Context: an optimization exercise on an open-source flow, tuned for small area and a short achievable clock period. The choices shown serve that exercise and are no tape-out recipe.
At most, simulation tests tie the RTL to the original design; equivalence was not proved.
Power and IR drop assume default switching activity.

==> job 9872 <==
==> flow/design.v <==
module bin_morph_3x3 #(
  parameter int IMG_WIDTH = 640,
  parameter int MODE      = 0,
  parameter int XW        = 11
) (
  input  logic clk,
  input  logic rst,
  input  logic per_frame_vsync,
  input  logic per_frame_href,
  input  logic per_frame_clken,
  input  logic per_img_Bit,
  output logic post_frame_vsync,
  output logic post_frame_href,
  output logic post_frame_clken,
  output logic post_img_Bit
);
  localparam int NW = 128;            
  logic       vsync_q, href_q, href_fall, vsync_rise;
  logic [7:0] pa;                     
  logic [15:0] pb;                    
  logic [7:0] npa;
  logic [15:0] npb;
  logic [2:0] k;                      
  logic       rs;                     
  logic       row0;                   
  logic       sw;                     
  logic       inr;                    
  logic [6:0] mem [NW];
  logic [9:0] T;                      
  logic [6:0] R;                      
  logic [6:0] src;                    
  logic [6:0] enc;                    
  logic [9:0] dr;                     
  logic [6:0] rd;
  logic [1:0] old, eff, nt;
  logic       v;
  logic [2:0] sv;                     
  logic       vs_d1, hr_d1, ce_d1;
  assign href_fall  = href_q & ~per_frame_href;
  assign vsync_rise = per_frame_vsync & ~vsync_q;
  assign sw  = rs | (k == 3'd5);
  assign npa = rs ? 8'd1 : (pb[15] ? {pa[6:0], 1'b0} : pa);
  assign npb = rs ? 16'd1 : {pb[14:0], pb[15]};
  assign inr = ~sw | rs | ~(pa[7] & pb[15]);
  localparam logic [127:0] DEC0 = 128'h000000000000000000001ffffffc0000;
  localparam logic [127:0] DEC1 = 128'h0000000007ffffffffffe00000000000;
  localparam logic [127:0] DEC2 = 128'h000000000000001fff8003fff0007c00;
  localparam logic [127:0] DEC3 = 128'h0000000007ffffe000001c0000038000;
  localparam logic [127:0] DEC4 = 128'h000000000003f80fe03801fc07003dc0;
  localparam logic [127:0] DEC5 = 128'h0000000007fc001000401e000803c200;
  localparam logic [127:0] DEC6 = 128'h0000000000e1c3070c1b00e183601cd8;
  localparam logic [127:0] DEC7 = 128'h000000000702041810641f020c83e320;
  localparam logic [127:0] DEC8 = 128'h000000000248914245094848a129084a;
  localparam logic [127:0] DEC9 = 128'h000000000493269c9a7693934ed273b4;
  localparam logic [1023:0] ENC0 = 1024'h11231123dddc333311231123dddc3333ee23ee232223cccc00cc00cccccccccc11231123dddc333311231123dddc3333ee23ee232223cccc00cc00cccccccccceedceedcdddc3333eedceedcdddc333311dc11dcdddc3333ff33ff3333333333112c112c222ccccc112c112c222cccccee2cee2c222ccccc00cc00cccccccccc;
  localparam logic [1023:0] ENC1 = 1024'hcc1ecc1e00c2cc0ecc1ecc1e00c2cc0eeee1eee122e100c211dd11dd11ddff3dcc1ecc1e00c2cc0ecc1ecc1e00c2cc0eeee1eee122e100c211dd11dd11ddff3d223d223dff3d33f1223d223dff3d33f1ff3dff3dff3d33f1eeeeeeee22eecc0e33123312dd1200c233123312dd1200c211121112dd1200c2ee22ee22ee2200c2;
  localparam logic [1023:0] ENC2 = 1024'h22dc22dc111c11d322dc22dc111c11d3ff3dff3d333d1113eeeeeeeeeeeeee2e22dc22dc111c11d322dc22dc111c11d3ff3dff3d333d1113eeeeeeeeeeeeee2e00210021ee21222200210021ee212222ee21ee21ee21222200cc00ccccccee2c112c112cee2ceeec112c112cee2ceeecee2cee2cee2ceeec00cc00cc00cceeec;
  localparam logic [1023:0] ENC3 = 1024'hee33ee333333ccc0ee33ee333333ccc0111211121112ccc000cc00cccccc22ecee33ee333333ccc0ee33ee333333ccc0111211121112ccc000cc00cccccc22ecee12ee12dd12eee0ee12ee12dd12eee011121112dd12eee000cc00cccccc22ecff1cff1cdd1c222cff1cff1cdd1c222c111c111cdd1c222c00cc00cccccc222c;
  localparam logic [1023:0] ENC4 = 1024'hdd0edd0ecc0e00cedd0edd0ecc0e00cecc0ecc0ecc0e00ceccc2ccc200c222e2dd0edd0ecc0e00cedd0edd0ecc0e00cecc0ecc0ecc0e00ceccc2ccc200c222e2dd0edd0e000e22eedd0edd0e000e22eecc0ecc0e000e22eeccc2ccc200c222e2cc02cc02000222e2cc02cc02000222e2cc02cc02000222e2ccc2ccc200c222e2;
  localparam logic [1023:0] ENC5 = 1024'h222c222c222c22ec222c222c222c22ec222c222c222c22ec22ec22ec22ec00cc222c222c222c22ec222c222c222c22ec222c222c222c22ec22ec22ec22ec00cc222c222c222c00cc222c222c222c00cc222c222c222c00cc22ec22ec22ec00cc222c222c222c00cc222c222c222c00cc222c222c222c00cc22ec22ec22ec00cc;
  localparam logic [1023:0] ENC6 = 1024'hccc0ccc0ccc0cc00ccc0ccc0ccc0cc00ccc0ccc0ccc0cc00cc00cc00cc00cc00ccc0ccc0ccc0cc00ccc0ccc0ccc0cc00ccc0ccc0ccc0cc00cc00cc00cc00cc00ccc0ccc0ccc0cc00ccc0ccc0ccc0cc00ccc0ccc0ccc0cc00cc00cc00cc00cc00ccc0ccc0ccc0cc00ccc0ccc0ccc0cc00ccc0ccc0ccc0cc00cc00cc00cc00cc00;
  assign src = rs ? mem[0] : R;
  assign dr  = {DEC9[src], DEC8[src], DEC7[src], DEC6[src], DEC5[src],
                DEC4[src], DEC3[src], DEC2[src], DEC1[src], DEC0[src]};
  assign enc = {ENC6[T], ENC5[T], ENC4[T], ENC3[T], ENC2[T], ENC1[T], ENC0[T]};
  always_comb begin
    case (k)
      3'd0:    old = T[1:0];
      3'd1:    old = T[3:2];
      3'd2:    old = T[5:4];
      3'd3:    old = T[7:6];
      default: old = T[9:8];
    endcase
    if (sw)
      old = dr[1:0];
  end
  assign eff = row0 ? 2'd0 : old;
  assign nt  = per_img_Bit ? ((eff == 2'd0) ? 2'd1 : 2'd2) : 2'd0;
  assign v   = per_img_Bit & (eff == 2'd2) & inr;
  logic [NW-1:0] sel;
  always_comb begin
    for (int i = 0; i < NW; i++)
      sel[i] = pa[i / 16] & pb[i % 16];
  end
  always_comb begin
    rd = '0;
    for (int i = 1; i < NW; i++)
      rd = rd | (mem[i] & {7{sel[i - 1]}});
  end
  always_ff @(posedge clk) begin
    if (rst) begin
      vsync_q <= 1'b0;
      href_q  <= 1'b0;
      pa      <= '0;
      pb      <= 16'd1;
      k       <= 3'd5;
      rs      <= 1'b1;
      row0    <= 1'b1;
      T       <= '0;
    end else begin
      vsync_q <= per_frame_vsync;
      href_q  <= per_frame_href;
      if (href_fall)
        rs <= 1'b1;
      else if (per_frame_clken && inr)
        rs <= 1'b0;
      if (per_frame_clken && inr) begin
        if (sw) begin
          T  <= {row0 ? 8'd0 : dr[9:2], nt};
          pa <= npa;
          pb <= npb;
          k  <= 3'd1;
        end else begin
          case (k)
            3'd0:    T[1:0] <= nt;
            3'd1:    T[3:2] <= nt;
            3'd2:    T[5:4] <= nt;
            3'd3:    T[7:6] <= nt;
            default: T[9:8] <= nt;
          endcase
          k <= k + 3'd1;
        end
      end
      if (vsync_rise)
        row0 <= 1'b1;
      else if (href_fall)
        row0 <= 1'b0;
    end
  end
  always_ff @(posedge clk)
    R <= rd;
  for (genvar i = 0; i < NW; i++) begin : g_mem
    always_ff @(posedge clk) begin
      if (sel[i])
        mem[i] <= enc;
    end
  end
  always_ff @(posedge clk) begin
    if (rst) begin
      sv    <= '0;
      vs_d1 <= 1'b0;
      hr_d1 <= 1'b0;
      ce_d1 <= 1'b0;
    end else begin
      vs_d1 <= per_frame_vsync;
      hr_d1 <= per_frame_href;
      ce_d1 <= per_frame_clken;
      if (href_fall)
        sv <= '0;
      else if (per_frame_clken)
        sv <= {sv[1:0], v};
    end
  end
  always_ff @(posedge clk) begin
    if (rst) begin
      post_frame_vsync <= 1'b0;
      post_frame_href  <= 1'b0;
      post_frame_clken <= 1'b0;
      post_img_Bit     <= 1'b0;
    end else begin
      post_frame_vsync <= vs_d1;
      post_frame_href  <= hr_d1;
      post_frame_clken <= ce_d1;
      post_img_Bit     <= ce_d1 & (&sv);
    end
  end
endmodule
==> flow/run.sh <==
#!/bin/bash
# synth_recipe.tcl (not shown) runs the flow's synth.tcl, then flattens the netlist and writes it again
# the make line also repeats each setting of config.mk as NAME=value (left out here)
make -C /OpenROAD-flow-scripts/flow DESIGN_CONFIG=/design/flow/config.mk WORK_HOME=/design/flow/orfs CLKGATE_MAP_FILE= SYNTH_SCRIPT=/design/flow/synth_recipe.tcl finish
==> flow/config.mk <==
export PLATFORM = sky130hd
export DESIGN_NAME = bin_morph_3x3
export DESIGN_NICKNAME = bin_morph_3x3
export VERILOG_FILES = /design/flow/design.v
export SDC_FILE = /design/flow/constraint.sdc
export NUM_CORES = 4
export LEC_CHECK = 0
export CAP_MARGIN = 20
export CORE_MARGIN = 2
export CORE_UTILIZATION = 40
export SETUP_SLACK_MARGIN = 2.5
export SLEW_MARGIN = 20
==> flow/constraint.sdc <==
create_clock -name core_clock -period 5.5 [get_ports {clk}]
set_input_delay 1.1000 -clock core_clock [delete_from_list [all_inputs] [get_ports {clk}]]
set_output_delay 1.1000 -clock core_clock [all_outputs]
set_load 0.01 [all_outputs]
==> inputs of job 9099, as changes to job 9872 <==
==> flow/design.v (replaced) <==
module bin_morph_3x3 #(
  parameter int IMG_WIDTH = 640,
  parameter int MODE      = 0,
  parameter int XW        = 11
) (
  input  logic clk,
  input  logic rst,
  input  logic per_frame_vsync,
  input  logic per_frame_href,
  input  logic per_frame_clken,
  input  logic per_img_Bit,
  output logic post_frame_vsync,
  output logic post_frame_href,
  output logic post_frame_clken,
  output logic post_img_Bit
);
  localparam int NW = 128;            
  logic       vsync_q, href_q, href_fall, vsync_rise;
  logic [7:0] tw;                     
  logic [2:0] k;                      
  logic       rs;                     
  logic       row0;                   
  logic       sw;                     
  logic [7:0] ntw;
  logic       inr;                    
  logic [7:0] mem [NW];
  logic [9:0] T;                      
  logic [7:0] R;                      
  logic [7:0] enc;                    
  logic [9:0] dr;                     
  logic [7:0] rd;
  logic [1:0] old, eff, nt;
  logic       v;
  logic [2:0] sv;                     
  logic       vs_d1, hr_d1, ce_d1;
  assign href_fall  = href_q & ~per_frame_href;
  assign vsync_rise = per_frame_vsync & ~vsync_q;
  assign sw  = rs | (k == 3'd5);
  assign ntw = rs ? 8'd0 : tw + 8'd1;
  assign inr = ~sw | ~ntw[7];
  localparam logic [255:0] DEC0 = 256'h2492492492492492492492492492492492492492492492492492492492492492;
  localparam logic [255:0] DEC1 = 256'h4924924924924924924924924924924924924924924924924924924924924924;
  localparam logic [255:0] DEC2 = 256'h81c0e070381c0e070381c0e070381c0e070381c0e070381c0e070381c0e07038;
  localparam logic [255:0] DEC3 = 256'h0e070381c0e070381c0e070381c0e070381c0e070381c0e070381c0e070381c0;
  localparam logic [255:0] DEC4 = 256'hf00003fe00007fc0000ff80001ff00003fe00007fc0000ff80001ff00003fe00;
  localparam logic [255:0] DEC5 = 256'h0007fc0000ff80001ff00003fe00007fc0000ff80001ff00003fe00007fc0000;
  localparam logic [255:0] DEC6 = 256'h0000000000ffffffe00000000000007ffffff00000000000003ffffff8000000;
  localparam logic [255:0] DEC7 = 256'h0007ffffff00000000000003ffffff80000000000001ffffffc0000000000000;
  localparam logic [255:0] DEC8 = 256'h000000000000000000000003fffffffffffffffffffe00000000000000000000;
  localparam logic [255:0] DEC9 = 256'h0007fffffffffffffffffffc0000000000000000000000000000000000000000;
  assign dr  = {DEC9[R], DEC8[R], DEC7[R], DEC6[R], DEC5[R],
                DEC4[R], DEC3[R], DEC2[R], DEC1[R], DEC0[R]};
  assign enc = 8'(T[1:0]) + 8'(T[3:2]) * 8'd3 + 8'(T[5:4]) * 8'd9 +
               8'(T[7:6]) * 8'd27 + 8'(T[9:8]) * 8'd81;
  always_comb begin
    case (k)
      3'd0:    old = T[1:0];
      3'd1:    old = T[3:2];
      3'd2:    old = T[5:4];
      3'd3:    old = T[7:6];
      default: old = T[9:8];
    endcase
    if (sw)
      old = dr[1:0];
  end
  assign eff = row0 ? 2'd0 : old;
  assign nt  = per_img_Bit ? ((eff == 2'd0) ? 2'd1 : 2'd2) : 2'd0;
  assign v   = per_img_Bit & (eff == 2'd2) & inr;
  logic [NW-1:0] sel;
  always_comb begin
    sel = '0;
    if (!tw[7])
      sel[tw[6:0]] = 1'b1;
  end
  always_comb begin
    rd = '0;
    for (int i = 1; i < NW; i++)
      rd = rd | (mem[i] & {8{sel[i - 1]}});
  end
  always_ff @(posedge clk) begin
    if (rst) begin
      vsync_q <= 1'b0;
      href_q  <= 1'b0;
      tw      <= 8'd128;
      k       <= 3'd5;
      rs      <= 1'b1;
      row0    <= 1'b1;
      T       <= '0;
    end else begin
      vsync_q <= per_frame_vsync;
      href_q  <= per_frame_href;
      if (href_fall) begin
        rs <= 1'b1;
      end else if (per_frame_clken && inr) begin
        if (sw) begin
          T  <= {row0 ? 8'd0 : dr[9:2], nt};
          tw <= ntw;
          k  <= 3'd1;
          rs <= 1'b0;
        end else begin
          case (k)
            3'd0:    T[1:0] <= nt;
            3'd1:    T[3:2] <= nt;
            3'd2:    T[5:4] <= nt;
            3'd3:    T[7:6] <= nt;
            default: T[9:8] <= nt;
          endcase
          k <= k + 3'd1;
        end
      end
      if (vsync_rise)
        row0 <= 1'b1;
      else if (href_fall)
        row0 <= 1'b0;
    end
  end
  always_ff @(posedge clk) begin
    if (href_fall)
      R <= (tw == 8'd0) ? enc : mem[0];
    else if (!rs)
      R <= rd;
  end
  for (genvar i = 0; i < NW; i++) begin : g_mem
    always_ff @(posedge clk) begin
      if (sel[i])
        mem[i] <= enc;
    end
  end
  always_ff @(posedge clk) begin
    if (rst) begin
      sv    <= '0;
      vs_d1 <= 1'b0;
      hr_d1 <= 1'b0;
      ce_d1 <= 1'b0;
    end else begin
      vs_d1 <= per_frame_vsync;
      hr_d1 <= per_frame_href;
      ce_d1 <= per_frame_clken;
      if (href_fall)
        sv <= '0;
      else if (per_frame_clken)
        sv <= {sv[1:0], v};
    end
  end
  always_ff @(posedge clk) begin
    if (rst) begin
      post_frame_vsync <= 1'b0;
      post_frame_href  <= 1'b0;
      post_frame_clken <= 1'b0;
      post_img_Bit     <= 1'b0;
    end else begin
      post_frame_vsync <= vs_d1;
      post_frame_href  <= hr_d1;
      post_frame_clken <= ce_d1;
      post_img_Bit     <= ce_d1 & (&sv);
    end
  end
endmodule
- SETUP_SLACK_MARGIN: 2.5 -> default
==> impl.org <==
** Global routing
- In the global route stage, met2 resource usage came out at 0.583.

** Timing
- Worst Slack Setup Final :: -0.104 ns
- Derived from the worst setup path, the maximum achievable clock frequency is about 180 MHz.
- Final setup vio count :: 1

** Placement
- Total instance count after detailed placement :: about 4,500

** Run status
- The flow ran to the end, but the layout failed its checks.
- The reasons given for failing layout checks are negative setup slack.

** Finish
- The register with the most flip-flops in the layout has 1,024 of them.
- Clock network share of area :: 0.0758
- Fraction of area in multi-input gates :: 0.215

** Pwr
- The share of total power dissipated in sequential elements is 0.489.
- Combinational cells consume a total of 2.09 mW.

** Critical path
- In this run the critical register-to-register path is launched from tw[2]$_SDFFE_PP0P_.
- Critical Path End :: R[4]$_DFFE_PP_

** Floorplanning
- Chip Width :: between 300 and 400 um

** Synth
- Number of distinct library cells after synthesis :: 100
(the above is from job 9099)
==> impl.org <==
** Placement
- Total instance count after detailed placement :: roughly 3,800

** Global routing
- For this run, global-route usage on met2 was measured as 0.462.
- Initial antenna violation count :: 9

** Synth
- Yosys warning count :: 2
- After synthesis, the share of cell area in mux cells is 0.00914.
- Number of distinct library cells after synthesis :: 75

** Timing
- Maximum clock frequency :: 318 MHz
- Worst Slack Setup Final :: 2.36 ns
- Setup violations remaining at the end of the flow were counted as 0.

** Finish
- Fraction of area in multi-input gates :: 0.220
- Area taken by multi-input logic gates :: about 0.0098 sq mm

** Critical path
- R2R Path Start :: pa[4]$_SDFFE_PP0P_
- The most critical setup path has its endpoint at mem[77][0]$_DFFE_PP_.

** Pwr
- The share of total power dissipated in sequential elements is 0.523.
- Power attributed to combinational cells :: 0.797 mW
- Leakage power total :: 14.3 nW

** Clock tree
- Counting the buffers created by CTS gives 98.

** Floorplanning
- Chip Width :: 314 um

** Run status
- Run status :: no timing/DRC/antenna violations
(the above is from job 9872)
No functional check of the RTL was part of job 9099.

[port drivers added, routing unchanged]
How much do the figures lean on ideal ports? The routed layouts below were timed once more, with nothing changed but the port constraints.
Step 1 assumes that a clkbuf_16 drives the clock port and a buf_2 every other input.
Step 2, shift: input delay + t, output delay - t, t = (earliest + latest rising clock arrival at the registers) / 2. This alone moves slack from input paths to output paths.
Three values: no drivers, after step 1, after step 2; two values: the first two.
run | t, ns | setup WS [ns] | worst hold slack (ns) | clock arrival spread, ns | cell pins on the clock port's net
job 9872 | 0.740 | 2.355 / 2.355 / 1.931 | 0.439 / 0.439 / 0.439 | 0.084 / 0.083 | 1
job 9099 | 0.787 | -0.104 / -0.104 / -0.104 | 0.429 / 0.429 / 0.429 | 0.083 / 0.084 | 1
For job 9872, which loses most, drivers alone change the setup slack by 0.000 ns; drivers and shift together by -0.424 ns.
